Optimization exercise on an open flow, not production practice. RTL: at most simulated, not proved equivalent. Function not checked: run 6. Power: default activity.

===== run.sh =====
#!/bin/bash
# synth_recipe.tcl (not shown) runs the flow's synth.tcl, then flattens the netlist and writes it again
# the make line also repeats each setting of config.mk as NAME=value (left out here)
make -C /OpenROAD-flow-scripts/flow DESIGN_CONFIG=/design/flow/config.mk WORK_HOME=/design/flow/orfs CLKGATE_MAP_FILE= SYNTH_SCRIPT=/design/flow/synth_recipe.tcl finish

===== config.mk =====
export PLATFORM = sky130hd
export DESIGN_NAME = multi_dim_index_counter
export DESIGN_NICKNAME = multi_dim_index_counter
export VERILOG_FILES = /design/flow/design.v
export SDC_FILE = /design/flow/constraint.sdc
export NUM_CORES = 4
export LEC_CHECK = 0
export CAP_MARGIN = 20
export CORE_MARGIN = 2
export CORE_UTILIZATION = 40
export SLEW_MARGIN = 20

===== constraint.sdc =====
create_clock -name core_clock -period 6.5 [get_ports {clk}]
set_input_delay 1.3000 -clock core_clock [delete_from_list [all_inputs] [get_ports {clk}]]
set_output_delay 1.3000 -clock core_clock [all_outputs]
set_load 0.01 [all_outputs]

===== design.v =====
package mdic_pkg;
	localparam int PORT_DIMS = 4;
	localparam int SIZE_W    = 16;
	localparam int IDX_IN_W  = 17;
	localparam int DIMS_W    = 3;
	localparam int CFG_IDX_W = 3;
	localparam int CFG_DAT_W = 16;
	localparam int DEF_MAX_DIMS    = 4;
	localparam int DEF_INDEX_WIDTH = 16;
	localparam logic [CFG_IDX_W-1:0] CFG_SIZE_0 = 3'd0;
	localparam logic [CFG_IDX_W-1:0] CFG_SIZE_1 = 3'd1;
	localparam logic [CFG_IDX_W-1:0] CFG_SIZE_2 = 3'd2;
	localparam logic [CFG_IDX_W-1:0] CFG_SIZE_3 = 3'd3;
	localparam logic [CFG_IDX_W-1:0] CFG_DIMS   = 3'd4;
	localparam logic MODE_LOAD = 1'b0;
	localparam logic MODE_STEP = 1'b1;
	typedef struct packed {
		logic [PORT_DIMS-1:0][SIZE_W-1:0] size;
		logic [DIMS_W-1:0]                dims;
	} cfg_t;
	typedef struct packed {
		logic [PORT_DIMS-1:0][SIZE_W-1:0] pos;
		logic                             oor;
		logic                             err;
	} result_t;
endpackage
module mdic_cfg_regs (
	input  logic                 clk,
	input  logic                 arst_n,
	input  logic                 cfg_valid,
	output logic                 cfg_ready,
	input  logic [mdic_pkg::CFG_IDX_W-1:0] cfg_index,
	input  logic [mdic_pkg::CFG_DAT_W-1:0] cfg_data,
	output logic [mdic_pkg::PORT_DIMS-1:0][mdic_pkg::SIZE_W-1:0] size,
	output logic [mdic_pkg::PORT_DIMS-1:0] act
);
	logic [mdic_pkg::PORT_DIMS-1:1] act_q;
	assign cfg_ready = 1'b1;
	assign act       = {act_q, 1'b1};
	always_ff @(posedge clk or negedge arst_n) begin
		if (!arst_n) begin
			for (int i = 0; i < mdic_pkg::PORT_DIMS; i++) begin
				size[i] <= mdic_pkg::SIZE_W'(1);
			end
			act_q <= '0;
		end else if (cfg_valid) begin
			case (cfg_index)
				mdic_pkg::CFG_SIZE_0: size[0] <= cfg_data;
				mdic_pkg::CFG_SIZE_1: size[1] <= cfg_data;
				mdic_pkg::CFG_SIZE_2: size[2] <= cfg_data;
				mdic_pkg::CFG_SIZE_3: size[3] <= cfg_data;
				mdic_pkg::CFG_DIMS: begin
					act_q[1] <= (cfg_data[2:0] >= 3'd2);
					act_q[2] <= (cfg_data[2:0] >= 3'd3);
					act_q[3] <= (cfg_data[2:0] >= 3'd4);
				end
				default: begin
				end
			endcase
		end
	end
endmodule
module mdic_next_pos (
	input  logic [mdic_pkg::PORT_DIMS-1:0][mdic_pkg::SIZE_W-1:0]   size,
	input  logic [mdic_pkg::PORT_DIMS-1:0]                         act,
	input  logic                                                   mode,
	input  logic [mdic_pkg::PORT_DIMS-1:0][mdic_pkg::IDX_IN_W-1:0] index,
	input  logic [mdic_pkg::PORT_DIMS-1:0][mdic_pkg::SIZE_W-1:0]   pos_cur,
	output logic [mdic_pkg::PORT_DIMS-1:0][mdic_pkg::SIZE_W-1:0]   pos_nxt,
	output logic                                                   oor,
	output logic                                                   err
);
	localparam int D = mdic_pkg::PORT_DIMS;
	localparam int W = mdic_pkg::SIZE_W;
	logic [D-1:0]        wrap;
	logic [D-1:0]        carry;
	logic [D-1:0]        is_out;
	logic [D-1:0]        ld_bad;
	logic [D-1:0]        ld_ovr;
	logic [D-1:0][W-1:0] ld_val;
	logic [D-1:0][W-1:0] stepped;
	logic                at_end;
	logic                ld_err;
	for (genvar d = 0; d < D; d++) begin : g_dig
		logic          neg;
		logic [W:0]    sum;
		logic [W:0]    inc;
		assign neg       = index[d][W];
		assign sum       = {1'b0, size[d]} + index[d];
		assign ld_bad[d] = act[d] & neg & sum[W];
		assign ld_val[d] = neg ? sum[W-1:0] : index[d][W-1:0];
		assign ld_ovr[d] = act[d] & !neg & (index[d][W-1:0] >= size[d]);
		assign inc        = {1'b0, pos_cur[d]} + (W+1)'(1);
		assign wrap[d]    = (inc == {1'b0, size[d]});
		assign stepped[d] = !carry[d] ? pos_cur[d] : (wrap[d] ? '0 : inc[W-1:0]);
		assign is_out[d]  = act[d] & (pos_cur[d] >= size[d]);
	end
	always_comb begin
		carry[D-1] = 1'b1;
		for (int d = D - 2; d >= 0; d--) begin
			carry[d] = act[d+1] ? (carry[d+1] & wrap[d+1]) : 1'b1;
		end
	end
	assign at_end = (|is_out) | (carry[0] & wrap[0]);
	assign ld_err = |ld_bad;
	always_comb begin
		for (int d = 0; d < D; d++) begin
			if (mode == mdic_pkg::MODE_LOAD) begin
				if (ld_err) begin
					pos_nxt[d] = pos_cur[d];
				end else begin
					pos_nxt[d] = act[d] ? ld_val[d] : '0;
				end
			end else begin
				if (!act[d]) begin
					pos_nxt[d] = '0;
				end else if (at_end) begin
					pos_nxt[d] = size[d];
				end else begin
					pos_nxt[d] = stepped[d];
				end
			end
		end
	end
	always_comb begin
		if (mode == mdic_pkg::MODE_LOAD) begin
			oor = ld_err ? (|is_out) : (|ld_ovr);
		end else begin
			oor = at_end;
		end
	end
	assign err = (mode == mdic_pkg::MODE_LOAD) & ld_err;
endmodule
module multi_dim_index_counter #(
	parameter int MAX_DIMS    = mdic_pkg::DEF_MAX_DIMS,
	parameter int INDEX_WIDTH = mdic_pkg::DEF_INDEX_WIDTH
) (
	input  logic                       clk,
	input  logic                       arst_n,
	input  logic                       cfg_valid,
	output logic                       cfg_ready,
	input  logic [mdic_pkg::CFG_IDX_W-1:0]       cfg_index,
	input  logic [mdic_pkg::CFG_DAT_W-1:0]       cfg_data,
	input  logic                       in_valid,
	output logic                       in_ready,
	input  logic                       mode,
	input  logic signed [mdic_pkg::IDX_IN_W-1:0] index_0,
	input  logic signed [mdic_pkg::IDX_IN_W-1:0] index_1,
	input  logic signed [mdic_pkg::IDX_IN_W-1:0] index_2,
	input  logic signed [mdic_pkg::IDX_IN_W-1:0] index_3,
	output logic                       out_valid,
	input  logic                       out_ready,
	output logic [mdic_pkg::SIZE_W-1:0]          pos_0,
	output logic [mdic_pkg::SIZE_W-1:0]          pos_1,
	output logic [mdic_pkg::SIZE_W-1:0]          pos_2,
	output logic [mdic_pkg::SIZE_W-1:0]          pos_3,
	output logic                       overrun,
	output logic                       load_error
);
	localparam int D = mdic_pkg::PORT_DIMS;
	localparam int W = mdic_pkg::SIZE_W;
	logic [D-1:0][W-1:0] size;
	logic [D-1:0]        act;
	logic [D-1:0][W-1:0] position_q;
	logic [D-1:0][W-1:0] pos_nxt;
	logic                oor_nxt;
	logic                err_nxt;
	logic                valid_q;
	logic                oor_q;
	logic                err_q;
	logic                advance;
	logic                in_acc;
	mdic_cfg_regs u_cfg (
		.clk       (clk),
		.arst_n    (arst_n),
		.cfg_valid (cfg_valid),
		.cfg_ready (cfg_ready),
		.cfg_index (cfg_index),
		.cfg_data  (cfg_data),
		.size      (size),
		.act       (act)
	);
	mdic_next_pos u_next (
		.size    (size),
		.act     (act),
		.mode    (mode),
		.index   ({index_3, index_2, index_1, index_0}),
		.pos_cur (position_q),
		.pos_nxt (pos_nxt),
		.oor     (oor_nxt),
		.err     (err_nxt)
	);
	assign advance  = !valid_q || out_ready;
	assign in_ready = advance;
	assign in_acc   = in_valid && advance;
	always_ff @(posedge clk or negedge arst_n) begin
		if (!arst_n) begin
			position_q <= '0;
			valid_q    <= 1'b0;
		end else begin
			if (advance) begin
				valid_q <= in_valid;
			end
			if (in_acc) begin
				position_q <= pos_nxt;
			end
		end
	end
	always_ff @(posedge clk) begin
		if (in_acc) begin
			oor_q <= oor_nxt;
			err_q <= err_nxt;
		end
	end
	assign out_valid  = valid_q;
	assign pos_0      = position_q[0];
	assign pos_1      = act[1] ? position_q[1] : '0;
	assign pos_2      = act[2] ? position_q[2] : '0;
	assign pos_3      = act[3] ? position_q[3] : '0;
	assign overrun    = oor_q;
	assign load_error = err_q;
endmodule

==> out/qor.csv, run 1 <==
metric;value;unit
status;no timing/DRC/antenna violations;
firstDrtPassIters;7;
area_leader_netlist;sky130_fd_sc_hd__dfrtp_1;
grt_pass1_vias;14700;
crit_chain;clkdlybuf4s50_1, ha_1, inv_1, fa_1, o21ba_2, o21ai_0, a21oi_1, a21oi_1, buf_4, o21ai_0, o41ai_1, o311ai_2, buf_4, a31o_2, a2111oi_0, a221o_1;
wire_length_reported_by_the_detailed_router;56500;um
floorplan.rows;72;
routed_wire_length_per_instance;21.8;um
gp_congestion;0.930;
placedCellCount;2560;
post_route_cells_drive_above_1_share;5.69;%
finalHoldViolCount;0;
power.ir.vdd_worst;210;uV
post-route-period-util;84.9;%
clk_path_buf_depth;2;
worstMarginPinSlew;0.959;ns
synth.lib_cells_used.distinct;87;
vias;15500;
cpLargestDelayFamily;compound AO/OA/AOI/OAI gates;
global_route_wire_length_before_repair;86800;um
die_area;0.0409;mm2
setup.worst_path.class;in -> reg;
dr_wl_met2;26300;um
core_area;0.0387;mm2
worst_hold_slack;0.546;ns
met1_layer_wirelength_in_the_final_routing;25000;um
reg2regPathDepth;12;
synthCells;1965;
timing.critical_path.arrival;5.89;ns
p_leak;7.62;nW
yosysSeqAreaShare;21.4;%
cts_buffers;17;
yosysMostFrequentCell;sky130_fd_sc_hd__ha_1;
dr_wl_met3;3460;um
timing.hold.worst.class;reg -> reg;
route.detailed.drc;0;
setup.worst_path.start_class;primary input;
combined_area_of_all_synthesized_cells;0.0157;mm2
floorplan.initialDensity;40.6;%
dpl.hpwl;43800;um
fin_nets;2354;
top_signal_layer_used;met4;
timing.max_slew.rel_slack;35.6;%
min_period;5.52;ns
instances_no_fill;2592;
data_required_time_of_the_worst_path;6.87;ns
cp_num_cells;16;
fillCellCount;3877;
cts_root_buf;sky130_fd_sc_hd__clkbuf_16;
max-cap-violations;0;
totalPowerFinal;6.77;mW
ant_nets;0;
tritoncts;yes;
synth_nets;2258;
synth_edf_count;2;
synth_top_cells_by_count;196 x sky130_fd_sc_hd__ha_1, 159 x sky130_fd_sc_hd__nand2_1, 155 x sky130_fd_sc_hd__nor2_1;
power_density;372;mW/mm2
io_pins;162;
worst_path_largest_cell_delay;0.53;ns
min_path_cells;2;
synth-main-ff-cell;sky130_fd_sc_hd__dfrtp_1;
fin_worst_skew;0.0119;ns
postSynthRegisterBits;134;
clkLatencyLatePin;0.44;ns
fmax;181;MHz
die_y;202;um
synth_area_leaders;sky130_fd_sc_hd__dfrtp_1 20%, sky130_fd_sc_hd__ha_1 16%, sky130_fd_sc_hd__xnor2_1 5.1%, sky130_fd_sc_hd__o21ai_0 4.3%, sky130_fd_sc_hd__a21oi_1 3.9%;
postCtsResizedCells;0;
critical_path.slowest_cell;sky130_fd_sc_hd__a2111oi_0;
initial_antenna_violation_count;3;
synthArstFlopShare;98.5;%
postCtsHoldBufs;0;
cp_buf_inv_count;4;
drt_iter0_drc;1254;
setup_tns;0;ns
viasPerCell;5.99;
setup_viol;0;
path_clk_slew;0.07;ns
cts.sinks;134;
grt_max_degree;80;
synthesis.area_per_instance;8.00;um2
warnings_synthesis;3;
placement.io_buffers;160;
cts_post_setup_buffers_inserted;0;
grt-ovfl-total;0;
die-width;202;um
flow.area_growth_from_synthesis;15.9;%
timing_max_transition_violations_final;0;
antenna_cells;0;
global_route.usage.total;27.1;%
synth_largest_type_area_fraction;20.4;%
unrepaired_setup_endpoints_after_global_routing;false;
critPathCaptureType;flip-flop;
clock_tree.htree_level_count;4;
worstPathMaxFanout;34;
## routing by layer
metal	track usage, %	vias up
li1	-	7315
met1	37.3	7517
met2	44.6	592
met3	2.95	97
met4	8.42	0
met5	0	-
## sequential cells by signal, indices dropped and copies added (netlist names)
| signal | count |
|---|---|
| err_q | 1 |
| oor_q | 1 |
| position_q | 64 |
| u_cfg.act_q | 3 |
| u_cfg.size | 64 |
| valid_q | 1 |
## logic make-up after synthesis
group / Yosys count / synth area share, %
AOI/OAI and AO/OA: 571 / 24.6
xor gates and xnor gates: 146 / 8.57
DFF: 134 / 21.4
muxes: 44 / 3.06
other: 1 / 0.0238
buffers and inverters: 252 / 6.71
and+or+nand+nor: 617 / 19.5
adders and majority gates: 200 / 16.1
## layout by cell type, fill, tap and decap left out, drive strengths merged, types with 7 or more instances in the layout
master         count
clkdlybuf4s50    158
o31ai             22
nand2            159
and4              11
and3              12
a21o              21
o211ai            16
clkinv             8
a2111oi           24
xnor2             92
o21a              14
mux2              32
nand3             44
dfrtp            128
a311oi             7
clkbuf            21
xor2              49
mux2i             12
a221o             29
a21oi            122
nor2b             16
nor2             159
o21ai            137
nor3              46
o22ai             20
nor3b              8
a211oi            29
nand2b            29
o32ai             10
a31oi             20
nand4             27
a211o              9
ha               196
inv              143
or3               24
and2              46
nor4              18
o21bai            13
buf               26
## worst reg2reg max path, delay by kind of cell (launching register included)
family / cells / cell delay (ns)
DFF: 1 / 0.63
and+or+nand+nor: 7 / 2.45
AOI/OAI and AO/OA: 3 / 1.29
buffers and inverters: 2 / 0.50
## through the flow
step | worst slack, ns | util (%) | area [um2]
floorplan | 1.96 | - | 15700
global placement | 0.784 | 45.6 | 17700
detailed placement | 0.562 | 45.6 | 17700
CTS | 0.991 | 47.0 | 18200
global route | 0.602 | 47.0 | 18200
finish | 0.985 | 47.0 | 18200
## report_power, final
group / leakage, nW / total [mW] / internal, mW / switching (mW)
clock: 0.265 / 0.968 / 0.547 / 0.421
sequential: 1.65 / 1.77 / 1.11 / 0.665
combinational: 5.70 / 4.03 / 1.77 / 2.26
## path summary, 6_finish.rpt
path | slack (ns) | endpoint | startpoint
setup / recovery | 0.98 | position_q[34]$_DFFE_PN0P_ | index_1[0]
hold / removal | 0.55 | valid_q$_DFFE_PN0N_ | valid_q$_DFFE_PN0N_
setup reg to reg | 1.51 | position_q[51]$_DFFE_PN0P_ | position_q[3]$_DFFE_PN0P_
hold reg to reg | 0.55 | valid_q$_DFFE_PN0N_ | valid_q$_DFFE_PN0N_
max in group asynchronous | 4.29 | u_cfg.act_q[1]$_DFFE_PN0P_ | arst_n
min in group asynchronous | 0.93 | position_q[52]$_DFFE_PN0P_ | arst_n
## area by class of cell
class	count	area, um2	area share [%]
clock buffer	21	460	2.53
clock inverter	11	101	0.556
inverter	145	544	2.99
multi-input combinational	1579	11300	62.1
sequential	134	3370	18.5
tap	518	648	3.56
timing repair buffer	184	1780	9.76
Testbench counts, summed over its fixed seeds: cycles 51,868, items 38,400.
==> run 2, diff against run 1 <==
--- a/design.v
+++ b/design.v
@@ -79,5 +79,5 @@
 	logic [D-1:0]        ld_ovr;
 	logic [D-1:0][W-1:0] ld_val;
-	logic [D-1:0][W-1:0] stepped;
+	logic [D-1:0][W-1:0] inc;
 	logic                at_end;
 	logic                ld_err;
@@ -85,14 +85,19 @@
 		logic          neg;
 		logic [W:0]    sum;
-		logic [W:0]    inc;
+		logic [W-1:0]  e;
+		logic [W-1:0]  ok;
 		assign neg       = index[d][W];
-		assign sum       = {1'b0, size[d]} + index[d];
-		assign ld_bad[d] = act[d] & neg & sum[W];
+		assign sum       = {1'b0, size[d]} + {1'b0, index[d][W-1:0]};
+		assign ld_bad[d] = act[d] & neg & !sum[W];
 		assign ld_val[d] = neg ? sum[W-1:0] : index[d][W-1:0];
 		assign ld_ovr[d] = act[d] & !neg & (index[d][W-1:0] >= size[d]);
-		assign inc        = {1'b0, pos_cur[d]} + (W+1)'(1);
-		assign wrap[d]    = (inc == {1'b0, size[d]});
-		assign stepped[d] = !carry[d] ? pos_cur[d] : (wrap[d] ? '0 : inc[W-1:0]);
-		assign is_out[d]  = act[d] & (pos_cur[d] >= size[d]);
+		assign e     = ~(pos_cur[d] ^ size[d]);
+		assign ok[0] = !e[0];
+		for (genvar j = 1; j < W; j++) begin : g_ok
+			assign ok[j] = (e[j] == (size[d][j-1] | e[j-1]));
+		end
+		assign wrap[d]   = (&ok) & (size[d][W-1] | e[W-1]);
+		assign inc[d]    = pos_cur[d] + 1'b1;
+		assign is_out[d] = act[d] & (pos_cur[d] >= size[d]);
 	end
 	always_comb begin
@@ -117,6 +122,10 @@
 				end else if (at_end) begin
 					pos_nxt[d] = size[d];
+				end else if (!carry[d]) begin
+					pos_nxt[d] = pos_cur[d];
+				end else if (wrap[d]) begin
+					pos_nxt[d] = '0;
 				end else begin
-					pos_nxt[d] = stepped[d];
+					pos_nxt[d] = inc[d];
 				end
 			end
--- a/config.mk
+++ b/config.mk
@@ -9,3 +9,4 @@
 export CORE_MARGIN = 2
 export CORE_UTILIZATION = 40
+export SETUP_SLACK_MARGIN = 3.0
 export SLEW_MARGIN = 20
==> run 2 against run 1 <==
  * Worst setup slack better by 1.7 ns
  * Via count down 1.5%
  * Critical path depth down 1
  * Sequential power down 7%
==> out/qor.csv, run 2 <==
metric;value;unit
route.detailed.drc;0;
routed_wire_length_per_instance;21.7;um
synth.lib_cells_used.distinct;88;
max-cap-violations;0;
grt_pass1_vias;15100;
cp_buf_inv_count;3;
synth-main-ff-cell;sky130_fd_sc_hd__dfrtp_1;
synthCells;1895;
postSynthRegisterBits;134;
reg2regPathDepth;14;
synthesis.area_per_instance;8.16;um2
synth_edf_count;2;
worstPathMaxFanout;8;
design_area;0.0201;mm2
synth_area_leaders;sky130_fd_sc_hd__dfrtp_1 21%, sky130_fd_sc_hd__ha_1 20%, sky130_fd_sc_hd__xor2_1 4.4%, sky130_fd_sc_hd__o21ai_0 4.4%, sky130_fd_sc_hd__nand2_1 3.9%;
ant_nets;0;
cts_root_buf;sky130_fd_sc_hd__clkbuf_16;
timing.critical_path.arrival;4.21;ns
dpl.hpwl;39700;um
p_int;3.89;mW
finalHoldViolCount;0;
global_route.usage.total;27.5;%
place_area;0.0176;mm2
yosysMostFrequentCell;sky130_fd_sc_hd__ha_1;
min_path_cells;2;
setup.worst_path.class;in -> reg;
setup_viol;0;
min_period;3.84;ns
worst_path_largest_cell_delay;0.34;ns
die-width;201;um
p_leak;8.51;nW
global_route_wire_length_before_repair;86700;um
initial_antenna_violation_count;0;
grt-ovfl-total;0;
worst_hold_slack;0.537;ns
power_frac_clock;13.8;%
fin_nets;2444;
most-common-layout-cells;193 x sky130_fd_sc_hd__ha_1, 160 x sky130_fd_sc_hd__nand2_1, 135 x sky130_fd_sc_hd__nor2_1, 124 x sky130_fd_sc_hd__inv_1, 120 x sky130_fd_sc_hd__dfrtp_1;
clk_path_buf_depth;2;
flow.area_growth_from_synthesis;30.0;%
placement.io_buffers;160;
io_pins;162;
die_area;0.0402;mm2
viasPerCell;5.83;
data_required_time_of_the_worst_path;6.87;ns
biggestRegsByFlops;position_q (64), u_cfg.size (64), u_cfg.act_q (3);
leading_cell_type_in_the_layout_fill_and_taps_excluded;sky130_fd_sc_hd__ha_1;
path_clk_slew;0.06;ns
setup.worst_path.start_class;primary input;
crit_chain;buf_8, ha_4, fa_2, nor2b_4, o21ai_2, nand4b_1, a311oi_2, o31a_1, o21ai_2, a41o_4, buf_8, o211ai_1, buf_4, o21ai_1, o21ai_1;
critPathCaptureType;flip-flop;
cts_buffers;17;
postCtsHoldBufs;0;
antenna_cells;0;
timing_max_transition_violations_final;0;
grt_max_degree;69;
warnings_synthesis;3;
firstDrtPassIters;6;
die_y;201;um
power_density;371;mW/mm2
fmax;261;MHz
post_route_cells_drive_above_1_share;16.7;%
status;no timing/DRC/antenna violations;
post-route-period-util;59.0;%
power.ir.vdd_worst;170;uV
setup_tns;0;ns
p_switching;3.56;mW
gp_congestion;0.917;
floorplan.rows;72;
synth_largest_type_area_fraction;20.7;%
timing.hold.worst.class;reg -> reg;
portion_of_total_power_attributed_to_combinational_logic;64.2;%
unrepaired_setup_endpoints_after_global_routing;true;
synth_nets;2248;
cp_num_cells;15;
wire_length_reported_by_the_detailed_router;57000;um
vias;15300;
cpLargestDelayFamily;compound AO/OA/AOI/OAI gates;
cts.sinks;134;
timing.max_slew.rel_slack;35.5;%
yosysSeqAreaShare;21.8;%
worstMarginPinSlew;0.968;ns
synthArstFlopShare;98.5;%
clkLatencyLatePin;0.45;ns
floorplan.initialDensity;40.3;%
area_leader_netlist;sky130_fd_sc_hd__dfrtp_1;
tritoncts;yes;
clock_tree.htree_level_count;4;
power_switching_share;47.8;%
combined_area_of_all_synthesized_cells;0.0155;mm2
critical_path.slowest_cell;sky130_fd_sc_hd__fa_2;
core_area;0.0384;mm2
pwr-share-seq;22.0;%
drt_iter0_drc;1178;
totalPowerFinal;7.45;mW
synth_top_cells_by_count;249 x sky130_fd_sc_hd__ha_1, 161 x sky130_fd_sc_hd__nand2_1, 147 x sky130_fd_sc_hd__nor2_1;
fin_worst_skew;0.0104;ns
run 2: layout make-up:
| type | instances | area (um2) |
|---|---|---|
| inverter | 137 | 534 |
| multi-input combinational | 1540 | 12400 |
| sequential | 134 | 3380 |
| clock inverter | 14 | 159 |
| fill | 3628 | 18300 |
| timing repair buffer | 261 | 2540 |
| tap | 518 | 648 |
| clock buffer | 18 | 429 |
run 2: layer usage:
| layer | track usage [%] | vias to the layer above | share of wire [%] |
|---|---|---|---|
| met5 | 0 | - | 0 |
| met4 | 10.1 | 0 | 3.6 |
| met3 | 4.40 | 95 | 6.8 |
| met2 | 43.7 | 616 | 46 |
| met1 | 37.8 | 7445 | 44 |
| li1 | - | 7131 | - |
run 2: repair_timing:
item                       4_1_cts  5_1_grt
pin swaps                       57       29
gates cloned                     6        4
setup buffers                   51       25
setup endpoints to repair       78       69
resized for setup              258       73
run 2: path summary, 6_finish.rpt:
check	start	to	slack, ns
setup / recovery	index_3[0]	position_q[46]$_DFFE_PN0P_	2.66
hold / removal	valid_q$_DFFE_PN0N_	valid_q$_DFFE_PN0N_	0.54
setup reg to reg	u_cfg.size[1]$_DFFE_PN0P_	position_q[30]$_DFFE_PN0P_	2.85
hold reg to reg	valid_q$_DFFE_PN0N_	valid_q$_DFFE_PN0N_	0.54
max in group asynchronous	arst_n	u_cfg.act_q[2]$_DFFE_PN0P_	4.05
min in group asynchronous	arst_n	u_cfg.size[18]$_DFFE_PN0P_	0.89
run 2: power by group through the flow:
stage / Clock [mW] / Combinational, mW / Sequential, mW
final: 1.03 / 4.78 / 1.64
after floorplan: 0 / 2.84 / 1.44
after CTS: 1.04 / 4.44 / 1.62
after global routing: 1.08 / 5.20 / 1.69
after global placement: 0 / 3.76 / 1.62
after detailed placement: 0 / 3.83 / 1.62
run 2: worst register-to-register path: stages (launching register included):
cell	delay, ns
sky130_fd_sc_hd__dfrtp_2	0.45
sky130_fd_sc_hd__inv_1	0.20
sky130_fd_sc_hd__ha_1	0.30
sky130_fd_sc_hd__o211ai_1	0.21
sky130_fd_sc_hd__o2111ai_1	0.16
sky130_fd_sc_hd__a32oi_1	0.28
sky130_fd_sc_hd__o2111ai_1	0.20
sky130_fd_sc_hd__nor4b_4	0.30
sky130_fd_sc_hd__buf_4	0.20
sky130_fd_sc_hd__nand2_4	0.11
sky130_fd_sc_hd__nor3_2	0.29
sky130_fd_sc_hd__buf_4	0.23
sky130_fd_sc_hd__nand2b_1	0.10
sky130_fd_sc_hd__o311ai_1	0.37
sky130_fd_sc_hd__a22o_1	0.19
run 2: kinds of logic after synthesis:
| family | Yosys count | synth area share, % |
|---|---|---|
| xor gates and xnor gates | 135 | 7.65 |
| adders and majority gates | 260 | 21.6 |
| AOI/OAI and AO/OA | 514 | 21.3 |
| and+or+nand+nor | 594 | 19.2 |
| buffers and inverters | 226 | 6.28 |
| DFF | 134 | 21.8 |
| muxes | 31 | 2.20 |
| other | 1 | 0.0243 |
run 2: through the flow:
stage | utilization (%) | cells | setup slack, ns
after global routing | 52.4 | 2622 | 2.65
after global placement | 45.7 | 2503 | 1.14
after detailed placement | 45.7 | 2504 | 1.01
after floorplan | - | 1895 | 2.72
final | 52.4 | 2622 | 2.66
after CTS | 50.9 | 2593 | 2.76
Testbench counts of run 2, summed over its fixed seeds: cycles 51,868, items 38,400.
==> run 3, diff against run 2 <==
==> flow/run.sh (new file) <==
#!/bin/bash
# Own layout flow: the standard layout (standard.sh, ORFS from synthesis to
# finish, with the standard synthesis unchanged), except that the port buffers
# are plain sky130_fd_sc_hd__buf_2 cells instead of the delay cells ORFS picks
# by default. Every input and output port still gets its own buffer.
set -euo pipefail
bash standard.sh "BUFFER_PORTS_ARGS=-buffer_cell sky130_fd_sc_hd__buf_2" finish > standard_make.log 2>&1
test -f out/final.def
==> standard.sh (new file) <==
#!/bin/bash
# synth_recipe.tcl (not shown) runs the flow's synth.tcl, then flattens the netlist and writes it again
# the make line also repeats each setting of config.mk as NAME=value (left out here)
make -C /OpenROAD-flow-scripts/flow DESIGN_CONFIG=/design/flow/config.mk WORK_HOME=/design/flow/orfs CLKGATE_MAP_FILE= SYNTH_SCRIPT=/design/flow/synth_recipe.tcl "${@:-finish}"
removed: run.sh
==> run 3 against run 2 <==
  * Still clean
  * Count of clock-buffer cells in the layout did not move
  * Sequential power barely moved
  * Register-to-register slack got worse by 0.03 ns
  * Cell count fell by 0.38%
  * Critical path depth rose by 1
  * Sequential share of layout area rose by 1.1 points
  * Wire length fell by 1.1%
  * Maximum frequency rose by 2.0%
  * Flip-flop and latch count did not move
  * Power fell by 4.1%
  * Die area did not move
  * Critical endpoint is now position_q[9]$_DFFE_PN0P_
==> out/qor.csv, run 3 <==
metric;value;unit
synth_mux_area_share;2.20;%
fmax;266;MHz
yosysMostFrequentCell;sky130_fd_sc_hd__ha_1;
synth-main-ff-cell;sky130_fd_sc_hd__dfrtp_1;
global_route.usage.total;27.0;%
synthArstFlopShare;98.5;%
synth_largest_type_area_fraction;20.7;%
data_required_time_of_the_worst_path;6.84;ns
setup_tns;0;ns
portion_of_total_power_attributed_to_combinational_logic;62.5;%
global_route_wire_length_before_repair;85400;um
firstDrtPassIters;5;
cp_buf_inv_count;5;
gp_congestion;0.927;
timing.rr.end;position_q[62]$_DFFE_PN0P_;
critical_path.endpoint;position_q[9]$_DFFE_PN0P_;
unrepaired_setup_endpoints_after_global_routing;true;
cts.sinks;134;
post-place-ws;1.42;ns
grt-ovfl-total;0;
combined_area_of_all_synthesized_cells;0.0155;mm2
cpLargestDelayFamily;compound AO/OA/AOI/OAI gates;
instances_no_fill;2612;
most-common-layout-cells;236 x sky130_fd_sc_hd__ha_1, 154 x sky130_fd_sc_hd__buf_2, 150 x sky130_fd_sc_hd__nand2_1, 141 x sky130_fd_sc_hd__nor2_1, 129 x sky130_fd_sc_hd__inv_1;
die_area;0.0402;mm2
fin_nets;2430;
clock_tree.htree_level_count;4;
drt_iter0_drc;1157;
cts_buffers;17;
biggestRegsByFlops;position_q (64), u_cfg.size (64), u_cfg.act_q (3);
synth_area_leaders;sky130_fd_sc_hd__dfrtp_1 21%, sky130_fd_sc_hd__ha_1 20%, sky130_fd_sc_hd__xor2_1 4.4%, sky130_fd_sc_hd__o21ai_0 4.4%, sky130_fd_sc_hd__nand2_1 3.9%;
power_frac_clock;14.7;%
flow.area_growth_from_synthesis;21.8;%
min_period;3.76;ns
timing.hold.worst.class;reg -> reg;
fin_worst_skew;0.0151;ns
post_route_cells_drive_above_1_share;21.3;%
grt_max_degree;81;
leading_cell_type_in_the_layout_fill_and_taps_excluded;sky130_fd_sc_hd__ha_1;
placement.io_buffers;160;
synth_top_cells_by_count;249 x sky130_fd_sc_hd__ha_1, 161 x sky130_fd_sc_hd__nand2_1, 147 x sky130_fd_sc_hd__nor2_1;
floorplan.rows;72;
synth_nets;2248;
cts_root_buf;sky130_fd_sc_hd__clkbuf_16;
worstMarginPinSlew;1.10;ns
floorplan.initialDensity;40.3;%
p_switching;3.52;mW
yosysSeqAreaShare;21.8;%
p_int;3.62;mW
synthesis.area_per_instance;8.16;um2
warnings_synthesis;3;
wire_length_reported_by_the_detailed_router;56300;um
path_clk_slew;0.07;ns
synth-adder-area-share;21.6;%
placedCellCount;2499;
status;no timing/DRC/antenna violations;
setup.worst_path.start_class;primary input;
clk_path_buf_depth;2;
timing.critical_path.arrival;4.10;ns
timing.max_slew.rel_slack;26.4;%
tritoncts;yes;
die_y;201;um
route.detailed.drc;0;
synthCells;1895;
pwr-share-seq;22.7;%
max-cap-violations;0;
synth_edf_count;2;
p_leak;8.51;nW
finalHoldViolCount;0;
reg2reg_setup_slack;2.82;ns
grt_pass1_vias;14900;
clkLatencyLatePin;0.45;ns
timing_max_transition_violations_final;0;
postCtsHoldBufs;0;
setup_viol;0;
largest_family_of_logic_cells_by_synthesized_area;adder cells;
io_pins;162;
critical_path.startpoint;index_3[0];
worst_path_largest_cell_delay;0.36;ns
power.ir.vdd_worst;234;uV
critPathCaptureType;flip-flop;
worstPathMaxFanout;7;
ant_nets;0;
initial_antenna_violation_count;5;
compound_gate_fraction_of_synth_area;21.3;%
vias;15100;
core_area;0.0384;mm2
yosys.area_share.xor_xnor;7.65;%
worst_r2r_startpoint;u_cfg.size[10]$_DFFE_PN0P_;
routed_wire_length_per_instance;21.6;um
synth.lib_cells_used.distinct;88;
post-route-period-util;57.9;%
viasPerCell;5.80;
postSynthRegisterBits;134;
power_switching_share;49.3;%
critical_path.slowest_cell;sky130_fd_sc_hd__a311oi_2;
totalPowerFinal;7.15;mW
cp_num_cells;16;
synth_simple_gate_area_share;19.2;%
area_leader_netlist;sky130_fd_sc_hd__dfrtp_1;
finalWorstSetupSlack;2.74;ns
crit_chain;buf_8, ha_4, fa_2, nor2b_4, o21ai_2, nand4b_1, a311oi_2, o31a_1, o21ai_2, a41o_4, inv_6, buf_6, nor3b_4, buf_4, buf_6, a22o_1;
reg2regPathDepth;15;
dpl.hpwl;39600;um
setup.worst_path.class;in -> reg;
die-width;201;um
power_density;380;mW/mm2
run 3: cell counts after synthesis:
Identical to the previous run, type by type.
run 3: worst min-delay path by stage:
stage,start,end,slack [ns],cells after the start
global route,position_q[52]$_DFFE_PN0P_,position_q[52]$_DFFE_PN0P_,0.58,2
finish,valid_q$_DFFE_PN0N_,valid_q$_DFFE_PN0N_,0.54,2
floorplan,position_q[63]$_DFFE_PN0P_,position_q[63]$_DFFE_PN0P_,0.50,2
global placement,valid_q$_DFFE_PN0N_,valid_q$_DFFE_PN0N_,0.50,2
detailed placement,valid_q$_DFFE_PN0N_,valid_q$_DFFE_PN0N_,0.53,2
CTS,valid_q$_DFFE_PN0N_,valid_q$_DFFE_PN0N_,0.55,2
run 3: cell families after synthesis:
| kind of cell | count (synthesis) |
|---|---|
| xor+xnor | 135 |
| simple gates | 594 |
| mux | 31 |
| compound gates | 514 |
| other cells | 1 |
| fa+ha+maj | 260 |
| flops | 134 |
| buf+inv | 226 |
run 3: routing by layer:
metal  global-route usage, %  part of all wire, %  vias up
li1                        -                    -     7130
met3                    4.29                  5.7       93
met5                       0                0.023        -
met1                    35.9                   45     7418
met4                    9.68                  3.3        2
met2                    44.3                   46      497
run 3: cell type report:
class                      count  area [um2]
antenna                        4        10.0
clock buffer                  18         429
clock inverter                14         176
fill                        3703       19600
inverter                     137         524
multi-input combinational   1541       12000
sequential                   134        3380
tap                          518         648
timing repair buffer         246        1670
run 3: worst register-to-register path, stage by stage, from the launching register on:
cell                        delay, ns
sky130_fd_sc_hd__dfrtp_1         0.42
sky130_fd_sc_hd__inv_2           0.09
sky130_fd_sc_hd__ha_1            0.14
sky130_fd_sc_hd__inv_1           0.05
sky130_fd_sc_hd__fa_1            0.51
sky130_fd_sc_hd__or4_4           0.52
sky130_fd_sc_hd__nor4_4          0.33
sky130_fd_sc_hd__buf_6           0.18
sky130_fd_sc_hd__nand2_2         0.07
sky130_fd_sc_hd__a2bb2oi_4       0.24
sky130_fd_sc_hd__nand2_8         0.20
sky130_fd_sc_hd__buf_16          0.15
sky130_fd_sc_hd__buf_4           0.17
sky130_fd_sc_hd__o311ai_0        0.20
sky130_fd_sc_hd__o21ai_1         0.20
sky130_fd_sc_hd__o21ai_2         0.07
run 3: metrics by stage:
stage	hold slack (ns)	util, %	instance area (um2)
3_5_place_dp	0.525	43.6	16700
3_3_place_gp	0.500	43.5	16700
4_1_cts	0.551	47.2	18100
2_1_floorplan	0.503	-	15600
5_1_grt	0.584	49.0	18800
6_report	0.543	49.1	18800
run 3: power groups by stage:
| stage | sequential [mW] | combinational (mW) | clock [mW] |
|---|---|---|---|
| 2_1_floorplan | 1.44 | 2.84 | 0 |
| 3_3_place_gp | 1.60 | 3.63 | 0 |
| 3_5_place_dp | 1.61 | 3.70 | 0 |
| 4_1_cts | 1.60 | 4.06 | 1.06 |
| 5_1_grt | 1.68 | 4.87 | 1.09 |
| 6_report | 1.63 | 4.47 | 1.05 |
run 3: what timing repair did:
| action | CTS | global route |
|---|---|---|
| pin swaps | 25 | 43 |
| cloned | 5 | 2 |
| resized for setup | 85 | 109 |
| endpoints found under the hold margin | 0 | 0 |
| buffers inserted | 40 | 30 |
| setup endpoints to repair | 67 | 65 |
==> run 4, diff against run 3 <==
--- a/config.mk
+++ b/config.mk
@@ -8,5 +8,7 @@
 export CAP_MARGIN = 20
 export CORE_MARGIN = 2
-export CORE_UTILIZATION = 40
+export CORE_UTILIZATION = 65
+export CTS_BUF_LIST = sky130_fd_sc_hd__clkbuf_4 sky130_fd_sc_hd__clkbuf_8
+export PLACE_DENSITY = 0.75
 export SETUP_SLACK_MARGIN = 3.0
 export SLEW_MARGIN = 20
==> run 4 against run 3 <==
  * Count of clock-buffer cells in the layout increased by 4
  * Area after synthesis unchanged
  * Flip-flop and latch count unchanged
  * Via count increased by 4.4%
  * Non-clock buffer count increased by 4
  * Critical path type unchanged
  * Critical endpoint is now position_q[1]$_DFFE_PN0P_
  * Highest routed layer is now met4
==> out/qor.csv, run 4 <==
metric;value;unit
setup.worst_path.start_class;primary input;
routed_wire_length_per_instance;22.0;um
critPathCaptureType;flip-flop;
area_leader_netlist;sky130_fd_sc_hd__dfrtp_1;
min_period;3.69;ns
utilization;79.4;%
reg2regPathDepth;15;
dpl.hpwl;35300;um
synth.lib_cells_used.distinct;88;
crit_chain;buf_8, ha_4, fa_2, nor2b_4, o221ai_4, a211oi_4, a211oi_4, o221ai_2, o311a_1, a41o_4, inv_6, nor3b_4, buf_6, mux2_4;
warnings_synthesis;3;
synth_edf_count;2;
flow.area_growth_from_synthesis;20.2;%
ant_nets;0;
grt_pass1_vias;14500;
vias;15800;
power_density;379;mW/mm2
synthArstFlopShare;98.5;%
post_route_cells_drive_above_1_share;22.3;%
io_pins;162;
die-width;158;um
timing.critical_path.arrival;4.05;ns
cp_buf_inv_count;3;
grt-ovfl-total;0;
p_int;3.51;mW
placement.io_buffers;160;
firstDrtPassIters;8;
critical_path.slowest_cell;sky130_fd_sc_hd__a211oi_4;
fin_nets;2434;
dominant_cell_type_by_count_on_the_critical_path;sky130_fd_sc_hd__a211oi_4;
timing.rr.end;position_q[3]$_DFFE_PN0P_;
p_leak;8.54;nW
post-route-period-util;56.8;%
synth_area_leaders;sky130_fd_sc_hd__dfrtp_1 21%, sky130_fd_sc_hd__ha_1 20%, sky130_fd_sc_hd__xor2_1 4.4%, sky130_fd_sc_hd__o21ai_0 4.4%, sky130_fd_sc_hd__nand2_1 3.9%;
setup.worst_path.class;in -> reg;
p_switching;3.54;mW
fillCellCount;1664;
worstPathMaxFanout;7;
design_area;0.0186;mm2
status;no timing/DRC/antenna violations;
setup_viol;0;
route.detailed.drc;0;
combined_area_of_all_synthesized_cells;0.0155;mm2
yosysMostFrequentCell;sky130_fd_sc_hd__ha_1;
core_area;0.0234;mm2
timing.hold.worst.class;reg -> reg;
reg2reg_setup_slack;2.84;ns
global_route.usage.total;40.7;%
postCtsHoldBufs;0;
totalPowerFinal;7.05;mW
synth_nets;2248;
cts_root_buf;sky130_fd_sc_hd__clkbuf_8;
synthCells;1895;
die_area;0.0250;mm2
yosysSeqAreaShare;21.8;%
tritoncts;yes;
power_frac_clock;11.4;%
placedCellCount;2298;
floorplan.rows;56;
cts_buffers;17;
finalHoldViolCount;0;
cpLargestDelayFamily;compound AO/OA/AOI/OAI gates;
clk_path_buf_depth;2;
timing_max_transition_violations_final;0;
setup_tns;0;ns
viasPerCell;6.54;
worst_path_largest_cell_delay;0.37;ns
data_required_time_of_the_worst_path;6.86;ns
power.ir.vdd_worst;267;uV
path_clk_slew;0.09;ns
pwr-share-seq;23.2;%
fin_worst_skew;0.0350;ns
die_y;158;um
max-cap-violations;0;
place_area;0.0165;mm2
worstMarginPinSlew;1.18;ns
postSynthRegisterBits;134;
synthesis.area_per_instance;8.16;um2
worst_hold_slack;0.540;ns
gp_congestion;0.969;
wire_length_reported_by_the_detailed_router;53200;um
fmax;271;MHz
most-common-layout-cells;234 x sky130_fd_sc_hd__ha_1, 155 x sky130_fd_sc_hd__buf_2, 147 x sky130_fd_sc_hd__nand2_1, 142 x sky130_fd_sc_hd__nor2_1, 127 x sky130_fd_sc_hd__inv_1;
initial_antenna_violation_count;1;
post-place-ws;1.52;ns
biggestRegsByFlops;position_q (64), u_cfg.size (64), u_cfg.act_q (3);
multi_input_area;0.0121;mm2
final-seq-area;0.00338;mm2
cts.sinks;134;
floorplan.initialDensity;66.1;%
drt_iter0_drc;1787;
timing.max_slew.rel_slack;21.0;%
worst_r2r_startpoint;u_cfg.size[31]$_DFFE_PN0P_;
clkLatencyLatePin;0.49;ns
leading_cell_type_in_the_layout_fill_and_taps_excluded;sky130_fd_sc_hd__ha_1;
hold_start;valid_q$_DFFE_PN0N_;
global_route_wire_length_before_repair;78700;um
synth_top_cells_by_count;249 x sky130_fd_sc_hd__ha_1, 161 x sky130_fd_sc_hd__nand2_1, 147 x sky130_fd_sc_hd__nor2_1;
instances_no_fill;2416;
power_switching_share;50.2;%
clock_tree.htree_level_count;4;
synth_largest_type_area_fraction;20.7;%
portion_of_total_power_attributed_to_combinational_logic;65.4;%
min_path_cells;2;
grt_max_degree;68;
finalWorstSetupSlack;2.81;ns
hold_path_end;valid_q$_DFFE_PN0N_;
unrepaired_setup_endpoints_after_global_routing;true;
synth-main-ff-cell;sky130_fd_sc_hd__dfrtp_1;
-- run 4: cell counts after synthesis --
No cell type changed its count.
-- run 4: what timing repair did --
item,in CTS,in global routing
setup buffers,36,39
endpoints found under the setup margin,65,65
gates resized for setup,75,130
endpoints found under the hold margin,0,0
pin swaps,34,35
cloned,6,2
-- run 4: layout make-up --
| cell class | count | area share (%) |
|---|---|---|
| clock inverters | 10 | 0.788 |
| well taps | 319 | 2.15 |
| inverters | 137 | 2.85 |
| clock buffers | 22 | 1.53 |
| diodes | 3 | 0.0404 |
| multi-input cells | 1541 | 65.0 |
| repair buffers | 250 | 9.47 |
| flip-flops and latches | 134 | 18.2 |
-- run 4: worst max path at each step --
stage                     slack, ns  cells past startpoint                          to       start
after floorplan                2.72                     14  position_q[46]$_DFFE_PN0P_  index_2[0]
after global placement         1.65                     13   position_q[1]$_DFFE_PN0P_  index_0[0]
after detailed placement       1.52                     15   position_q[7]$_DFFE_PN0P_  index_0[0]
after CTS                      2.90                      6  position_q[39]$_DFFE_PN0P_        mode
after global routing           2.74                     16   position_q[7]$_DFFE_PN0P_  index_0[0]
final                          2.81                     14   position_q[1]$_DFFE_PN0P_  index_0[0]
-- run 4: metal layers --
metal / wire length, um / global-route usage [%] / vias up
met2: 23800 / 64.7 / 995
met4: 2630 / 16.4 / 0
met1: 21300 / 55.4 / 7489
met3: 5520 / 6.35 / 212
met5: 0 / 0 / -
li1: - / - / 7115
-- run 4: worst min-delay path, cell delays in order, from the launching register on --
cell                       delay, ns
sky130_fd_sc_hd__dfrtp_1        0.36
sky130_fd_sc_hd__nand2b_1       0.08
sky130_fd_sc_hd__nand2b_1       0.07
-- run 4: cell families (layout without fill, tap and decap cells) --
family                   Yosys count  count (layout)  share of synthesized area [%]
other                              1               4                         0.0243
AND/OR/NAND/NOR                  594             600                           19.2
multiplexers                      31              31                           2.20
adder cells (fa/ha/maj)          260             260                           21.6
flip-flops                       134             134                           21.8
AO/OA/AOI/OAI                    514             514                           21.3
buffers and inverters            226             419                           6.28
XOR/XNOR                         135             135                           7.65
-- run 4: power by group through the flow --
stage | Combinational, mW | Sequential (mW) | Clock [mW]
4_1_cts | 4.02 | 1.59 | 0.798
3_5_place_dp | 3.62 | 1.60 | 0
6_report | 4.61 | 1.63 | 0.806
2_1_floorplan | 2.84 | 1.44 | 0
5_1_grt | 4.97 | 1.68 | 0.832
3_3_place_gp | 3.55 | 1.58 | 0
==> run 5, diff against run 4 <==
--- a/design.v
+++ b/design.v
@@ -68,4 +68,5 @@
 	input  logic [mdic_pkg::PORT_DIMS-1:0][mdic_pkg::SIZE_W-1:0]   pos_cur,
 	output logic [mdic_pkg::PORT_DIMS-1:0][mdic_pkg::SIZE_W-1:0]   pos_nxt,
+	output logic [mdic_pkg::PORT_DIMS-1:0]                         pos_upd,
 	output logic                                                   oor,
 	output logic                                                   err
@@ -112,16 +113,12 @@
 		for (int d = 0; d < D; d++) begin
 			if (mode == mdic_pkg::MODE_LOAD) begin
-				if (ld_err) begin
-					pos_nxt[d] = pos_cur[d];
-				end else begin
-					pos_nxt[d] = act[d] ? ld_val[d] : '0;
-				end
+				pos_upd[d] = !ld_err;
+				pos_nxt[d] = act[d] ? ld_val[d] : '0;
 			end else begin
+				pos_upd[d] = !act[d] | at_end | carry[d];
 				if (!act[d]) begin
 					pos_nxt[d] = '0;
 				end else if (at_end) begin
 					pos_nxt[d] = size[d];
-				end else if (!carry[d]) begin
-					pos_nxt[d] = pos_cur[d];
 				end else if (wrap[d]) begin
 					pos_nxt[d] = '0;
@@ -173,4 +170,5 @@
 	logic [D-1:0][W-1:0] position_q;
 	logic [D-1:0][W-1:0] pos_nxt;
+	logic [D-1:0]        pos_upd;
 	logic                oor_nxt;
 	logic                err_nxt;
@@ -197,4 +195,5 @@
 		.pos_cur (position_q),
 		.pos_nxt (pos_nxt),
+		.pos_upd (pos_upd),
 		.oor     (oor_nxt),
 		.err     (err_nxt)
@@ -211,6 +210,8 @@
 				valid_q <= in_valid;
 			end
-			if (in_acc) begin
-				position_q <= pos_nxt;
+			for (int d = 0; d < D; d++) begin
+				if (in_acc && pos_upd[d]) begin
+					position_q[d] <= pos_nxt[d];
+				end
 			end
 		end
==> run 5 against run 4 <==
  * Register-to-register slack gained 0.10 ns
  * Combinational power shrank 9.1%
  * Clock power shrank 15%
  * Largest power group unchanged
==> out/qor.csv, run 5 <==
metric;value;unit
timing_max_transition_violations_final;0;
firstDrtPassIters;6;
cpLargestDelayFamily;simple AND/OR/NAND/NOR gates;
core_area;0.0235;mm2
cts.sinks;134;
totalPowerFinal;6.56;mW
synthArstFlopShare;98.5;%
finalWorstSetupSlack;2.88;ns
clk_path_buf_depth;2;
ant_nets;0;
reg2reg_setup_slack;2.94;ns
timing.hold.worst.class;reg -> reg;
cp_buf_inv_count;3;
antenna_cells;0;
timing.critical_path.arrival;3.98;ns
min_period;3.62;ns
most-common-layout-cells;228 x sky130_fd_sc_hd__ha_1, 155 x sky130_fd_sc_hd__buf_2, 146 x sky130_fd_sc_hd__nor2_1, 139 x sky130_fd_sc_hd__nand2_1, 126 x sky130_fd_sc_hd__dfrtp_1;
vias;15400;
power_density;365;mW/mm2
initial_antenna_violation_count;3;
die_y;158;um
critPathCaptureType;flip-flop;
floorplan.rows;56;
setup.worst_path.start_class;primary input;
worst_path_largest_cell_delay;0.56;ns
grt_max_degree;83;
setup_viol;0;
p_int;3.16;mW
fmax;276;MHz
dpl.hpwl;37200;um
fin_nets;2377;
leading_cell_type_in_the_layout_fill_and_taps_excluded;sky130_fd_sc_hd__ha_1;
unrepaired_setup_endpoints_after_global_routing;true;
flow.area_growth_from_synthesis;15.8;%
setup_tns;0;ns
synth_edf_count;2;
crit_chain;buf_8, ha_4, fa_2, nor2b_4, o21ai_4, a31oi_4, a211oi_4, or4_4, o31ai_4, buf_6, buf_4, nand3_4, nand2_1, o31ai_2;
cts_buffers;17;
worstPathMaxFanout;7;
biggestRegsByFlops;position_q (64), u_cfg.size (64), u_cfg.act_q (3);
power_switching_share;51.9;%
die_area;0.0251;mm2
data_required_time_of_the_worst_path;6.86;ns
yosysSeqAreaShare;21.7;%
power_frac_clock;10.5;%
pwr-share-seq;25.7;%
fillCellCount;1746;
route.detailed.drc;0;
placement.io_buffers;160;
p_switching;3.41;mW
area_leader_netlist;sky130_fd_sc_hd__dfrtp_1;
synth_area_leaders;sky130_fd_sc_hd__dfrtp_1 21%, sky130_fd_sc_hd__ha_1 20%, sky130_fd_sc_hd__xor2_1 4.9%, sky130_fd_sc_hd__o21ai_0 3.8%, sky130_fd_sc_hd__nor2_1 3.7%;
global_route_wire_length_before_repair;79800;um
power.ir.vdd_worst;269;uV
critical_path.slowest_cell;sky130_fd_sc_hd__or4_4;
reg2regPathDepth;12;
post_route_cells_drive_above_1_share;20.0;%
placedCellCount;2279;
synthesis.area_per_instance;8.24;um2
synth_largest_type_area_fraction;20.7;%
grt-ovfl-total;0;
viasPerCell;6.55;
synth_top_cells_by_count;249 x sky130_fd_sc_hd__ha_1, 154 x sky130_fd_sc_hd__nor2_1, 141 x sky130_fd_sc_hd__nand2_1;
io_pins;162;
die-width;158;um
setup.worst_path.class;in -> reg;
max-cap-violations;0;
postSynthRegisterBits;134;
worstMarginPinSlew;1.21;ns
post-route-period-util;55.6;%
grt_pass1_vias;14200;
portion_of_total_power_attributed_to_combinational_logic;63.9;%
synth-main-ff-cell;sky130_fd_sc_hd__dfrtp_1;
yosysMostFrequentCell;sky130_fd_sc_hd__ha_1;
post-place-ws;1.50;ns
wire_length_reported_by_the_detailed_router;53100;um
routed_wire_length_per_instance;22.5;um
fin_worst_skew;0.0172;ns
clkLatencyLatePin;0.49;ns
min_path_cells;2;
cp_num_cells;14;
gp_congestion;0.944;
finalHoldViolCount;0;
synth_nets;2235;
p_leak;8.17;nW
instances_no_fill;2356;
floorplan.initialDensity;66.1;%
combined_area_of_all_synthesized_cells;0.0155;mm2
clock_tree.htree_level_count;4;
global_route.usage.total;41.7;%
synth.lib_cells_used.distinct;89;
tritoncts;yes;
timing.max_slew.rel_slack;19.1;%
warnings_synthesis;3;
drt_iter0_drc;1742;
synthCells;1882;
status;no timing/DRC/antenna violations;
path_clk_slew;0.08;ns
cts_root_buf;sky130_fd_sc_hd__clkbuf_8;
run 5: changes by cell type after synthesis, sizes merged, moves of 11 or more:
cell    previous run  this run
nand2            163       142
nor3              30        47
nand4             41        30
a31oi             13        34
inv              136       125
o31ai             28        13
a21oi            118       100
o311ai            21         6
o21ai            166       131
run 5: stage by stage:
step                hold WS [ns]  cell area (um2)  util, %
floorplan                  0.507            15800        -
global placement           0.497            16600     70.7
detailed placement         0.520            16600     70.7
CTS                        0.538            17500     74.7
global route               0.600            18000     76.5
finish                     0.536            18000     76.5
run 5: layout make-up:
class | count | area (um2) | share of cell area, %
clock buffers | 19 | 255 | 1.42
inverters | 127 | 480 | 2.68
repair buffers | 209 | 1260 | 7.01
well taps | 319 | 399 | 2.22
multi-input cells | 1535 | 12100 | 67.3
clock inverters | 13 | 98.8 | 0.550
flip-flops and latches | 134 | 3370 | 18.8
run 5: worst reg2reg max path: stages, from the launching register on:
cell and delay (ns):
sky130_fd_sc_hd__dfrtp_1 0.44, sky130_fd_sc_hd__inv_1 0.20, sky130_fd_sc_hd__ha_1 0.31, sky130_fd_sc_hd__xor2_1 0.22
sky130_fd_sc_hd__nand4_1 0.16, sky130_fd_sc_hd__or4_4 0.58, sky130_fd_sc_hd__o21ai_2 0.16, sky130_fd_sc_hd__o21bai_2 0.16
sky130_fd_sc_hd__nand2_4 0.19, sky130_fd_sc_hd__buf_8 0.21, sky130_fd_sc_hd__nor4b_1 0.08, sky130_fd_sc_hd__or4_1 0.48
sky130_fd_sc_hd__a22o_1 0.24
run 5: timing repair:
| item | CTS | global route |
|---|---|---|
| pin swaps | 27 | 22 |
| endpoints found under the setup margin | 67 | 67 |
| setup buffers | 24 | 14 |
| gates cloned | 6 | 1 |
| hold endpoints to repair | 0 | 0 |
| hold buffers | 0 | 0 |
| resized for setup | 70 | 78 |
run 5: logic make-up (layout without fill, tap and decap cells):
kind of cell               Yosys count  in the layout  share of synthesized area [%]
AOI/OAI and AO/OA                  470            471                           20.0
xor gates and xnor gates           148            148                           8.36
and+or+nand+nor                    613            618                           19.7
DFF                                134            134                           21.7
other                                1              1                         0.0242
muxes                               37             37                           2.63
adders and majority gates          260            260                           21.5
buffers and inverters              219            368                           6.11
run 5: power groups by stage:
stage / clock, mW / sequential [mW] / combinational, mW
after floorplan: 0 / 1.44 / 2.89
after global placement: 0 / 1.64 / 3.58
after detailed placement: 0 / 1.65 / 3.67
after CTS: 0.680 / 1.64 / 3.94
after global routing: 0.713 / 1.72 / 4.55
final: 0.688 / 1.68 / 4.19
run 5: worst paths after layout:
check | to | start
worst min register to register | valid_q$_DFFE_PN0N_ | valid_q$_DFFE_PN0N_
max in group asynchronous | position_q[33]$_DFFE_PN0P_ | arst_n
worst max register to register | position_q[47]$_DFFE_PN0P_ | u_cfg.size[23]$_DFFE_PN0P_
min in group asynchronous | position_q[54]$_DFFE_PN0P_ | arst_n
worst max-delay path | position_q[30]$_DFFE_PN0P_ | index_1[0]
worst min-delay path | valid_q$_DFFE_PN0N_ | valid_q$_DFFE_PN0N_
run 5: metal layers:
| metal | GRT usage (%) | wire [um] |
|---|---|---|
| met1 | 55.8 | 21600 |
| met2 | 64.6 | 23500 |
| met3 | 7.35 | 4930 |
| met4 | 21.7 | 3060 |
| met5 | 0 | 13 |
Testbench counts of run 5, summed over its fixed seeds: cycles 51,868, items 38,400.
==> run 6, diff against run 5 <==
--- a/design.v
+++ b/design.v
@@ -68,7 +68,6 @@
 	input  logic [mdic_pkg::PORT_DIMS-1:0][mdic_pkg::SIZE_W-1:0]   pos_cur,
 	output logic [mdic_pkg::PORT_DIMS-1:0][mdic_pkg::SIZE_W-1:0]   pos_nxt,
-	output logic [mdic_pkg::PORT_DIMS-1:0]                         pos_upd,
-	output logic                                                   oor,
-	output logic                                                   err
+	output logic                                                   err,
+	output logic                                                   oor_cur
 );
 	localparam int D = mdic_pkg::PORT_DIMS;
@@ -78,5 +77,4 @@
 	logic [D-1:0]        is_out;
 	logic [D-1:0]        ld_bad;
-	logic [D-1:0]        ld_ovr;
 	logic [D-1:0][W-1:0] ld_val;
 	logic [D-1:0][W-1:0] inc;
@@ -86,19 +84,19 @@
 		logic          neg;
 		logic [W:0]    sum;
-		logic [W-1:0]  e;
-		logic [W-1:0]  ok;
+		logic [W:0]    ones;    
+		logic [W:0]    ge_p;    
 		assign neg       = index[d][W];
 		assign sum       = {1'b0, size[d]} + {1'b0, index[d][W-1:0]};
 		assign ld_bad[d] = act[d] & neg & !sum[W];
 		assign ld_val[d] = neg ? sum[W-1:0] : index[d][W-1:0];
-		assign ld_ovr[d] = act[d] & !neg & (index[d][W-1:0] >= size[d]);
-		assign e     = ~(pos_cur[d] ^ size[d]);
-		assign ok[0] = !e[0];
-		for (genvar j = 1; j < W; j++) begin : g_ok
-			assign ok[j] = (e[j] == (size[d][j-1] | e[j-1]));
-		end
-		assign wrap[d]   = (&ok) & (size[d][W-1] | e[W-1]);
-		assign inc[d]    = pos_cur[d] + 1'b1;
-		assign is_out[d] = act[d] & (pos_cur[d] >= size[d]);
+		assign ones[0] = 1'b1;
+		assign ge_p[0] = 1'b1;
+		for (genvar j = 0; j < W; j++) begin : g_bit
+			assign ones[j+1] = ones[j] & pos_cur[d][j];
+			assign inc[d][j] = pos_cur[d][j] ^ ones[j];
+			assign ge_p[j+1] = (pos_cur[d][j] & !size[d][j]) | (!(pos_cur[d][j] ^ size[d][j]) & ge_p[j]);
+		end
+		assign wrap[d]   = !ones[W] & (inc[d] == size[d]);
+		assign is_out[d] = act[d] & ge_p[W];
 	end
 	always_comb begin
@@ -113,12 +111,16 @@
 		for (int d = 0; d < D; d++) begin
 			if (mode == mdic_pkg::MODE_LOAD) begin
-				pos_upd[d] = !ld_err;
-				pos_nxt[d] = act[d] ? ld_val[d] : '0;
+				if (ld_err) begin
+					pos_nxt[d] = pos_cur[d];
+				end else begin
+					pos_nxt[d] = act[d] ? ld_val[d] : '0;
+				end
 			end else begin
-				pos_upd[d] = !act[d] | at_end | carry[d];
 				if (!act[d]) begin
 					pos_nxt[d] = '0;
 				end else if (at_end) begin
 					pos_nxt[d] = size[d];
+				end else if (!carry[d]) begin
+					pos_nxt[d] = pos_cur[d];
 				end else if (wrap[d]) begin
 					pos_nxt[d] = '0;
@@ -129,11 +131,5 @@
 		end
 	end
-	always_comb begin
-		if (mode == mdic_pkg::MODE_LOAD) begin
-			oor = ld_err ? (|is_out) : (|ld_ovr);
-		end else begin
-			oor = at_end;
-		end
-	end
+	assign oor_cur = |is_out;
 	assign err = (mode == mdic_pkg::MODE_LOAD) & ld_err;
 endmodule
@@ -170,9 +166,7 @@
 	logic [D-1:0][W-1:0] position_q;
 	logic [D-1:0][W-1:0] pos_nxt;
-	logic [D-1:0]        pos_upd;
-	logic                oor_nxt;
+	logic                oor_cur;
 	logic                err_nxt;
 	logic                valid_q;
-	logic                oor_q;
 	logic                err_q;
 	logic                advance;
@@ -195,7 +189,6 @@
 		.pos_cur (position_q),
 		.pos_nxt (pos_nxt),
-		.pos_upd (pos_upd),
-		.oor     (oor_nxt),
-		.err     (err_nxt)
+		.err     (err_nxt),
+		.oor_cur (oor_cur)
 	);
 	assign advance  = !valid_q || out_ready;
@@ -210,8 +203,6 @@
 				valid_q <= in_valid;
 			end
-			for (int d = 0; d < D; d++) begin
-				if (in_acc && pos_upd[d]) begin
-					position_q[d] <= pos_nxt[d];
-				end
+			if (in_acc) begin
+				position_q <= pos_nxt;
 			end
 		end
@@ -219,5 +210,4 @@
 	always_ff @(posedge clk) begin
 		if (in_acc) begin
-			oor_q <= oor_nxt;
 			err_q <= err_nxt;
 		end
@@ -228,5 +218,5 @@
 	assign pos_2      = act[2] ? position_q[2] : '0;
 	assign pos_3      = act[3] ? position_q[3] : '0;
-	assign overrun    = oor_q;
+	assign overrun    = oor_cur;
 	assign load_error = err_q;
 endmodule
==> run.sh (new file) <==
#!/bin/bash
# synth_recipe.tcl (not shown) runs the flow's synth.tcl, then flattens the netlist and writes it again
# the make line also repeats each setting of config.mk as NAME=value (left out here)
make -C /OpenROAD-flow-scripts/flow DESIGN_CONFIG=/design/flow/config.mk WORK_HOME=/design/flow/orfs CLKGATE_MAP_FILE= SYNTH_SCRIPT=/design/flow/synth_recipe.tcl finish
--- a/config.mk
+++ b/config.mk
@@ -8,7 +8,5 @@
 export CAP_MARGIN = 20
 export CORE_MARGIN = 2
-export CORE_UTILIZATION = 65
-export CTS_BUF_LIST = sky130_fd_sc_hd__clkbuf_4 sky130_fd_sc_hd__clkbuf_8
-export PLACE_DENSITY = 0.75
+export CORE_UTILIZATION = 40
 export SETUP_SLACK_MARGIN = 3.0
 export SLEW_MARGIN = 20
removed: flow/run.sh
removed: standard.sh
==> run 6 against run 5 <==
  * Via count shrank 16%
  * Die area rose by 38%
  * Flip-flop and latch count shrank 1
  * Critical path depth rose by 11
  * Count of clock-buffer cells in the layout rose by 2
  * First-iteration DRC count decreased by 45%
  * Maximum frequency down 29%
  * Cell count fell by 6.2%
  * Highest routed layer is now met4
  * Sequential power down 6%
  * Still clean
  * Area after synthesis fell by 15%
  * Wire length fell by 8.5%
==> out/qor.csv, run 6 <==
metric;value;unit
worstPathMaxFanout;6;
fin_worst_skew;0.0168;ns
tritoncts;yes;
grt_max_degree;82;
grt-ovfl-total;0;
timing.max_slew.rel_slack;39.4;%
setup_viol;0;
unrepaired_setup_endpoints_after_global_routing;true;
gp_congestion;0.904;
timing.critical_path.arrival;5.46;ns
global_route_wire_length_before_repair;73800;um
yosysMostFrequentCell;sky130_fd_sc_hd__ha_1;
synth_nets;1822;
route.detailed.drc;0;
max-cap-violations;0;
die_y;186;um
yosysSeqAreaShare;25.2;%
ant_nets;0;
vias;12900;
p_leak;7.48;nW
postCtsHoldBufs;0;
reg2reg_setup_slack;1.42;ns
initial_antenna_violation_count;0;
power_density;413;mW/mm2
critPathCaptureType;flip-flop;
cts_buffers;17;
firstDrtPassIters;5;
combined_area_of_all_synthesized_cells;0.0133;mm2
synthArstFlopShare;99.2;%
fin_nets;2040;
dpl.hpwl;32800;um
synth.lib_cells_used.distinct;76;
grt_pass1_vias;13100;
status;no timing/DRC/antenna violations;
area_leader_netlist;sky130_fd_sc_hd__dfrtp_1;
timing.hold.worst.class;reg -> reg;
viasPerCell;5.85;
routed_wire_length_per_instance;22.0;um
biggestRegsByFlops;position_q (64), u_cfg.size (64), u_cfg.act_q (3);
die_area;0.0346;mm2
flow.area_growth_from_synthesis;37.9;%
data_required_time_of_the_worst_path;6.88;ns
cts_root_buf;sky130_fd_sc_hd__clkbuf_16;
fmax;197;MHz
clkLatencyLatePin;0.44;ns
utilization;56.1;%
multi_input_area;0.0106;mm2
synth_top_cells_by_count;188 x sky130_fd_sc_hd__ha_1, 153 x sky130_fd_sc_hd__nand2_1, 128 x sky130_fd_sc_hd__dfrtp_1;
drt_iter0_drc;952;
synth_area_leaders;sky130_fd_sc_hd__dfrtp_1 24%, sky130_fd_sc_hd__ha_1 18%, sky130_fd_sc_hd__xnor2_1 5.7%, sky130_fd_sc_hd__nand2_1 4.3%, sky130_fd_sc_hd__mux2_2 4.2%;
postSynthRegisterBits;133;
synth-main-ff-cell;sky130_fd_sc_hd__dfrtp_1;
worstMarginPinSlew;0.909;ns
synthesis.area_per_instance;8.62;um2
placedCellCount;2069;
floorplan.rows;66;
power.ir.vdd_worst;229;uV
antenna_cells;0;
instances_no_fill;2210;
cts.sinks;133;
synthCells;1537;
fillCellCount;2869;
warnings_synthesis;3;
path_clk_slew;0.07;ns
global_route.usage.total;28.0;%
wire_length_reported_by_the_detailed_router;48600;um
post_route_cells_drive_above_1_share;25.4;%
min_period;5.08;ns
worst_hold_slack;0.541;ns
clk_path_buf_depth;2;
synth_largest_type_area_fraction;24.2;%
synth_edf_count;1;
finalHoldViolCount;0;
clock_tree.htree_level_count;4;
die-width;186;um
setup_tns;0;ns
timing_max_transition_violations_final;0;
io_pins;162;
post-route-period-util;78.2;%
setup.worst_path.start_class;flip-flop;
final-seq-area;0.00339;mm2
core_area;0.0326;mm2
floorplan.initialDensity;40.6;%
leading_cell_type_in_the_layout_fill_and_taps_excluded;sky130_fd_sc_hd__nand2_1;
placement.io_buffers;160;
most-common-layout-cells;150 x sky130_fd_sc_hd__nand2_1, 148 x sky130_fd_sc_hd__clkdlybuf4s50_1, 110 x sky130_fd_sc_hd__ha_1, 103 x sky130_fd_sc_hd__buf_4, 94 x sky130_fd_sc_hd__o21ai_0;
setup.worst_path.class;reg -> reg;
[run 6: cell count changes after synthesis, moves of 24 or more]
cell | previous run | this run
sky130_fd_sc_hd__and3_1 | 28 | 3
sky130_fd_sc_hd__nor3_1 | 45 | 20
sky130_fd_sc_hd__inv_1 | 125 | 91
sky130_fd_sc_hd__xnor2_1 | 62 | 86
sky130_fd_sc_hd__ha_1 | 249 | 188
sky130_fd_sc_hd__nand3_1 | 50 | 17
sky130_fd_sc_hd__xor2_1 | 86 | 12
sky130_fd_sc_hd__nor2_1 | 154 | 76
[run 6: kinds of logic after synthesis]
kind of cell / synth area share [%]
AO/OA/AOI/OAI: 20.7
multiplexers: 6.73
other: 0.0283
buffers and inverters: 6.04
AND/OR/NAND/NOR: 16.5
XOR/XNOR: 6.47
adder cells (fa/ha/maj): 18.3
flip-flops: 25.2
[run 6: metrics by stage]
step / worst slack (ns) / power, mW / instance area [um2]
after floorplan: 1.55 / 4.11 / 13900
after global placement: 0.866 / 5.14 / 15700
after detailed placement: 0.754 / 5.21 / 15700
after CTS: 1.44 / 7.14 / 17800
after global routing: 1.32 / 8.02 / 18300
final: 1.42 / 7.55 / 18300
[run 6: area by class of cell]
cell class	instances	area share, %
multi-input cells	1224	58.2
repair buffers	284	14.8
inverters	95	2.01
clock inverters	11	0.814
flip-flops and latches	133	18.5
clock buffers	21	2.57
well taps	442	3.02
[run 6: final timing paths]
kind / startpoint / to / cells after the start
setup / recovery: position_q[17]$_DFFE_PN0P_ / position_q[27]$_DFFE_PN0P_ / 25
hold / removal: valid_q$_DFFE_PN0N_ / valid_q$_DFFE_PN0N_ / 2
setup reg to reg: position_q[17]$_DFFE_PN0P_ / position_q[27]$_DFFE_PN0P_ / 25
hold reg to reg: valid_q$_DFFE_PN0N_ / valid_q$_DFFE_PN0N_ / 2
max in group asynchronous: arst_n / u_cfg.size[41]$_DFFE_PN0P_ / 2
min in group asynchronous: arst_n / position_q[55]$_DFFE_PN0P_ / 1
[run 6: per-layer routing]
layer	vias up	wire [um]	GRT usage, %
li1	6053	-	-
met1	6319	21000	36.0
met2	438	22700	46.4
met3	119	2830	4.73
met4	0	2070	11.4
met5	-	0	0
[run 6: power breakdown]
group | internal [mW] | total [mW] | switching, mW
Sequential | 1.12 | 1.58 | 0.457
Clock | 0.636 | 1.05 | 0.412
Combinational | 2.49 | 4.93 | 2.44
Total | 4.24 | 7.55 | 3.31
[run 6: timing repair]
item | in CTS | in global routing
pin swaps | 70 | 52
setup buffers | 85 | 16
endpoints found under the setup margin | 70 | 68
gates cloned | 6 | 2
resized for setup | 195 | 53
[run 6: worst max-delay path, stage by stage (launching register included)]
cell and delay [ns]:
sky130_fd_sc_hd__dfrtp_1 0.39, sky130_fd_sc_hd__ha_2 0.20, sky130_fd_sc_hd__ha_4 0.16, sky130_fd_sc_hd__ha_4 0.16
sky130_fd_sc_hd__ha_4 0.16, sky130_fd_sc_hd__ha_4 0.15, sky130_fd_sc_hd__ha_4 0.15, sky130_fd_sc_hd__ha_4 0.15
sky130_fd_sc_hd__ha_4 0.15, sky130_fd_sc_hd__ha_4 0.15, sky130_fd_sc_hd__ha_4 0.15, sky130_fd_sc_hd__ha_4 0.16
sky130_fd_sc_hd__ha_4 0.16, sky130_fd_sc_hd__ha_4 0.16, sky130_fd_sc_hd__ha_4 0.16, sky130_fd_sc_hd__ha_4 0.15
sky130_fd_sc_hd__nor2_2 0.09, sky130_fd_sc_hd__nand4_1 0.10, sky130_fd_sc_hd__or4_4 0.61, sky130_fd_sc_hd__a211oi_4 0.30
sky130_fd_sc_hd__o21bai_4 0.11, sky130_fd_sc_hd__nand2_4 0.11, sky130_fd_sc_hd__buf_12 0.14, sky130_fd_sc_hd__mux2_4 0.30
sky130_fd_sc_hd__a221oi_2 0.30, sky130_fd_sc_hd__mux2_4 0.19
